Source: an optimization exercise on an open RTL-to-GDS flow (aim: small area, a short achievable clock period and few clock cycles). Production flows keep margins and buffers that such runs may drop.
In this exercise RTL edits were held to simulation tests only and were not proved equivalent to the original.
The flow treats the clock pin as an ideal source. Dropping or thinning the clock tree relies on that and would not hold on a real chip.
Power and IR drop assume default switching activity.

==> flow/design.v <==
`timescale 1ns/100ps
module exec_unit
(
	input  logic [16-1:0] a,
	input  logic [16-1:0] b,
	input  logic [16-1:0] imm,
	input  logic                   sub,
	input  logic                   bimm,
	input  logic                   arith,
	input  logic                   gsel,
	input  logic                   psel,
	output logic [16-1:0] result
);
	localparam int DW = 16;
	logic [DW-1:0] opb;
	logic [DW-1:0] sum;
	logic [DW:0]   sum_c;
	assign opb = bimm ? imm : (b ^ {DW{sub}});
	assign sum_c = {a, 1'b1} + {opb, sub};
	assign sum   = sum_c[DW:1];
	assign result = ({DW{arith}} & sum)
	              | ({DW{gsel}}  & (a & opb))
	              | ({DW{psel}}  & (a ^ opb));
endmodule
`timescale 1ns/100ps
module ooo_core
(
	input  logic                   clk,
	input  logic                   rst_n,
	input  logic                   issue,
	input  logic [3:0]             op,
	input  logic [$clog2(8)-1:0]  rs1,
	input  logic [$clog2(8)-1:0]  rs2,
	input  logic [$clog2(8)-1:0]  rd,
	input  logic [16-1:0] imm,
	output logic                   dispatch_stall,
	output logic                   commit_valid,
	output logic [$clog2(8)-1:0]  commit_rd,
	output logic [16-1:0] commit_data
);
	localparam int NR = 8;
	localparam int RW = $clog2(8);
	localparam int DW = 16;
	logic [DW-1:0]          regs [NR];
	logic                   ex_valid;
	logic [RW-1:0]          ex_rd;
	logic [NR-1:0]          ex_sel1;    
	logic [DW-1:0]          ex_b;       
	logic                   ex_sub;     
	logic                   ex_bimm;    
	logic                   ex_arith;   
	logic                   ex_gsel;    
	logic                   ex_psel;    
	logic                   use_rs1;
	logic                   use_imm;
	logic [DW-1:0]          src_a;
	logic [DW-1:0]          src_b;
	logic [DW-1:0]          ex_result;
	logic                   rst_regs;
	logic [NR-1:0]          reg_en;
	logic [DW-1:0]          wdata_0;    
	logic [DW-1:0]          wdata_1;    
	assign dispatch_stall = 1'b0;
	assign use_rs1 = ~(op[2] & op[1]);             
	assign use_imm = op[2] & (op[1] | op[0]);      
	always_ff @(posedge clk)
	begin
		ex_valid <= rst_n & issue;
		ex_rd    <= rd;
		for (int k = 0; k < NR; k++)
			ex_sel1[k] <= (rs1 == RW'(k)) & use_rs1;
		ex_b[DW-1:NR] <= imm[DW-1:NR];
		for (int k = 0; k < NR; k++)
			ex_b[k] <= use_imm ? imm[k] : (rs2 == RW'(k));
		ex_sub   <= (op == 4'd1);
		ex_bimm  <= use_imm;
		ex_arith <= rst_n & ((op == 4'd0) | (op == 4'd1) | (op == 4'd5) | (op == 4'd6));
		ex_gsel  <= rst_n & ((op == 4'd2) | (op == 4'd3));
		ex_psel  <= rst_n & ((op == 4'd4) | (op == 4'd3));
	end
	always_comb
	begin
		src_a = '0;
		src_b = '0;
		for (int k = 0; k < NR; k++)
		begin
			src_a = src_a | ({DW{ex_sel1[k]}} & regs[k]);
			src_b = src_b | ({DW{ex_b[k]}} & regs[k]);
		end
	end
	exec_unit u_exec
	(
		.a      (src_a),
		.b      (src_b),
		.imm    (ex_b),
		.sub    (ex_sub),
		.bimm   (ex_bimm),
		.arith  (ex_arith),
		.gsel   (ex_gsel),
		.psel   (ex_psel),
		.result (ex_result)
	);
	assign wdata_0 = ex_result;
	assign wdata_1 = ex_result | {DW{rst_regs}};
	always_ff @(posedge clk)
		rst_regs <= ~rst_n;
	always_ff @(posedge clk)
	begin
		for (int k = 0; k < NR; k++)
		begin
			reg_en[k] = rst_regs | (ex_valid & (ex_rd == RW'(k)));
			if (reg_en[k])
				for (int i = 0; i < DW; i++)
					regs[k][i] <= ((k >> i) & 1) ? wdata_1[i] : wdata_0[i];
		end
	end
	always_ff @(posedge clk)
	begin
		commit_valid <= rst_n & ex_valid;
		commit_rd    <= ex_rd;
		commit_data  <= ex_result;
	end
endmodule
==> flow/config.mk <==
export PLATFORM = sky130hd
export DESIGN_NAME = ooo_core
export DESIGN_NICKNAME = ooo_core
export VERILOG_FILES = /design/flow/design.v
export SDC_FILE = /design/flow/constraint.sdc
export NUM_CORES = 4
export LEC_CHECK = 0
export CAP_MARGIN = 20
export CORE_MARGIN = 2
export CORE_UTILIZATION = 78
export PLACE_DENSITY = 0.88
export SLEW_MARGIN = 20
==> flow/constraint.sdc <==
create_clock -name core_clock -period 14.0 [get_ports {clk}]
set_input_delay 2.8000 -clock core_clock [delete_from_list [all_inputs] [get_ports {clk}]]
set_output_delay 2.8000 -clock core_clock [all_outputs]
set_load 0.01 [all_outputs]
standard.sh (not shown) runs the stock make flow with config.mk's settings and CLKGATE_MAP_FILE= SYNTH_SCRIPT=/design/flow/synth_recipe.tcl, a recipe that flattens the netlist after the stock synthesis.
==> flow/flow/run.sh <==
#!/bin/bash
# The standard layout (standard.sh runs the standard flow's own ORFS make) with these
# changes:
# - the resizer repairs setup timing to a margin beyond the clock period, so
#   that it sizes the critical paths;
# - the ports are buffered with a small buffer, which the resizer upsizes
#   where timing needs it;
# - after CTS, flow/post_cts.tcl rebuilds the clock tree as a balanced
#   two-level tree: the clock port feeds 4 buffers, each feeding 3 leaf
#   buffers among the flip-flops they clock.
# Each ORFS step writes its own log under orfs/logs; make's output goes to
# orfs_make.log here.
set -euo pipefail
bash standard.sh SETUP_SLACK_MARGIN=10.42 \
  'BUFFER_PORTS_ARGS=-buffer_cell sky130_fd_sc_hd__buf_1' \
  'CTS_ARGS=-sink_clustering_enable -repair_clock_nets -dont_use_dummy_load -root_buf sky130_fd_sc_hd__clkbuf_16 -buf_list sky130_fd_sc_hd__clkbuf_8 -sink_clustering_size 12 -sink_clustering_max_diameter 50' \
  "POST_CTS_TCL=$PWD/flow/post_cts.tcl" \
  finish > orfs_make.log 2>&1
Other scripts of this flow, unchanged in this note and not shown: flow/flow/clock_tree.tcl, flow/flow/post_cts.tcl
The first run produced a clean layout.
Testbench counts at the start, summed over its fixed seeds: cycles 24,016.
==> next run, changes <==
Settings changed: CORE_UTILIZATION 78 to 60, PLACE_DENSITY 0.88 to 0.7.
Result: The changed run completed with no timing, DRC or antenna violations; wire length drops by 7.7%; clock skew goes down by 0.0036 ns; maximum frequency is higher by 0.40%; worst setup slack is better by 0.014 ns; clock power went up by about 2%; design area barely changes; sequential share of layout area barely changes; power decreases by 1.1%; first-iteration DRC count goes down by 18%.
==> next run, changes <==
--- a/flow/flow/run.sh
+++ b/flow/flow/run.sh
@@ -13,3 +13,3 @@
 set -euo pipefail
-bash standard.sh SETUP_SLACK_MARGIN=10.42 \
+bash standard.sh SETUP_SLACK_MARGIN=10.3 \
   'BUFFER_PORTS_ARGS=-buffer_cell sky130_fd_sc_hd__buf_1' \
Settings changed: CORE_UTILIZATION 60 to 70, PLACE_DENSITY 0.7 to 0.8.
Design area came out lower by 1.0%.
Routed wire length goes up by 1.4%.
Power goes down by 0.89%.
Clock power stays flat.
Cell count came out lower by 3.7%.
No run of this note takes its clock network from TritonCTS; it comes from the design's own scripts or RTL.

========
// ooo_core: RTL as listed in full above, without the edits since
==> flow/config.mk <==
export PLATFORM = sky130hd
export DESIGN_NAME = ooo_core
export DESIGN_NICKNAME = ooo_core
export VERILOG_FILES = /design/flow/design.v
export SDC_FILE = /design/flow/constraint.sdc
export NUM_CORES = 4
export LEC_CHECK = 0
export CAP_MARGIN = 20
export CORE_MARGIN = 2
export CORE_UTILIZATION = 70
export PLACE_DENSITY = 0.8
export SLEW_MARGIN = 20
==> flow/constraint.sdc <==
create_clock -name core_clock -period 14.0 [get_ports {clk}]
set_input_delay 2.8000 -clock core_clock [delete_from_list [all_inputs] [get_ports {clk}]]
set_output_delay 2.8000 -clock core_clock [all_outputs]
set_load 0.01 [all_outputs]
==> flow/flow/run.sh <==
#!/bin/bash
# The standard layout (standard.sh runs the standard flow's own ORFS make) with these
# changes:
# - the resizer repairs setup timing to a margin beyond the clock period, so
#   that it sizes the critical paths;
# - the ports are buffered with a small buffer, which the resizer upsizes
#   where timing needs it;
# - after CTS, flow/post_cts.tcl rebuilds the clock tree as a balanced
#   two-level tree: the clock port feeds 4 buffers, each feeding 3 leaf
#   buffers among the flip-flops they clock.
# Each ORFS step writes its own log under orfs/logs; make's output goes to
# orfs_make.log here.
set -euo pipefail
bash standard.sh SETUP_SLACK_MARGIN=10.5 \
  'BUFFER_PORTS_ARGS=-buffer_cell sky130_fd_sc_hd__buf_1' \
  'CTS_ARGS=-sink_clustering_enable -repair_clock_nets -dont_use_dummy_load -root_buf sky130_fd_sc_hd__clkbuf_16 -buf_list sky130_fd_sc_hd__clkbuf_8 -sink_clustering_size 12 -sink_clustering_max_diameter 50' \
  "POST_CTS_TCL=$PWD/flow/post_cts.tcl" \
  finish > orfs_make.log 2>&1
==> flow/flow/post_cts.tcl <==
# Runs at the end of ORFS's CTS step (POST_CTS_TCL): replaces the clock tree
# that clock_tree_synthesis built with a shallower one of the same kind for
# every flip-flop, then legalizes the placement of the new buffers.
source [file join [file dirname [info script]] clock_tree.tcl]
manual_clock_tree 4 3 sky130_fd_sc_hd__clkbuf_8 sky130_fd_sc_hd__clkbuf_8
detailed_placement
check_placement -verbose
Other scripts of this flow, unchanged in this note and not shown: flow/flow/clock_tree.tcl
The starting point produced a clean layout.
Testbench counts at the start, summed over its fixed seeds: cycles 24,016.
Rerun with:
--- a/flow/flow/run.sh
+++ b/flow/flow/run.sh
@@ -10 +10,2 @@
-#   buffers among the flip-flops they clock.
+#   buffers among the flip-flops they clock; the CTS step repairs setup
+#   timing only after that (in flow/post_cts.tcl).
@@ -14 +15 @@
-bash standard.sh SETUP_SLACK_MARGIN=10.5 \
+bash standard.sh SETUP_SLACK_MARGIN=10.42 \
@@ -17 +18 @@
-  "POST_CTS_TCL=$PWD/flow/post_cts.tcl" \
+  "POST_CTS_TCL=$PWD/flow/post_cts.tcl" SKIP_CTS_REPAIR_TIMING=1 \
--- a/flow/flow/post_cts.tcl
+++ b/flow/flow/post_cts.tcl
@@ -3 +3,3 @@
-# every flip-flop, then legalizes the placement of the new buffers.
+# every flip-flop, legalizes the placement of the new buffers, and then does
+# the CTS step's setup repair (skipped in cts.tcl with SKIP_CTS_REPAIR_TIMING)
+# against this tree.
@@ -6,0 +9,3 @@
+estimate_parasitics -placement
+repair_timing_helper
+detailed_placement
=> The changed run went through all stages and came out clean. Cell area went down by 1.0%. Setup slack degrades by 0.012 ns. Wire length went down by 1.7%. Total power went down by 0.58%. Utilization went down by 0.77 points.
No run of this note takes its clock network from TritonCTS; it comes from the design's own scripts or RTL.

[re-timing with driven ports]
The results above use ideal ports. As a check the final layouts listed here were re-extracted and re-timed, cells and wires unchanged. Step 1, drivers: a clkbuf_16 drives clk and a buf_2 each remaining input, both assumed. Step 2 moves the port delays by t, midway between the first and last clock arrival at a register: inputs arrive t later, outputs are due t later. That takes back most of the time a late clock gives input paths. Slacks: no drivers / after step 1 / after step 2; pairs: no drivers / after step 1.
run | shift t [ns] | slack for setup (ns) | worst setup path after step 2 | worst register clock-pin slew, ns
the first run of note 1 | 0.358 | 10.439 / 10.367 / 10.216 | input to register | 0.10 / 0.10
the second run of note 1 | 0.366 | 10.454 / 10.380 / 10.154 | input to register | 0.11 / 0.11
the third run of note 1 | 0.365 | 10.403 / 10.329 / 10.205 | input to register | 0.10 / 0.10
the first run of note 2 | 0.359 | 10.448 / 10.378 / 10.226 | input to register | 0.10 / 0.10
the second run of note 2 | 0.357 | 10.436 / 10.368 / 10.268 | input to register | 0.10 / 0.10
After both steps every run listed still meets setup and hold. For the second run of note 1, which loses most, drivers alone change the setup slack by -0.074 ns; drivers and shift together by -0.300 ns.
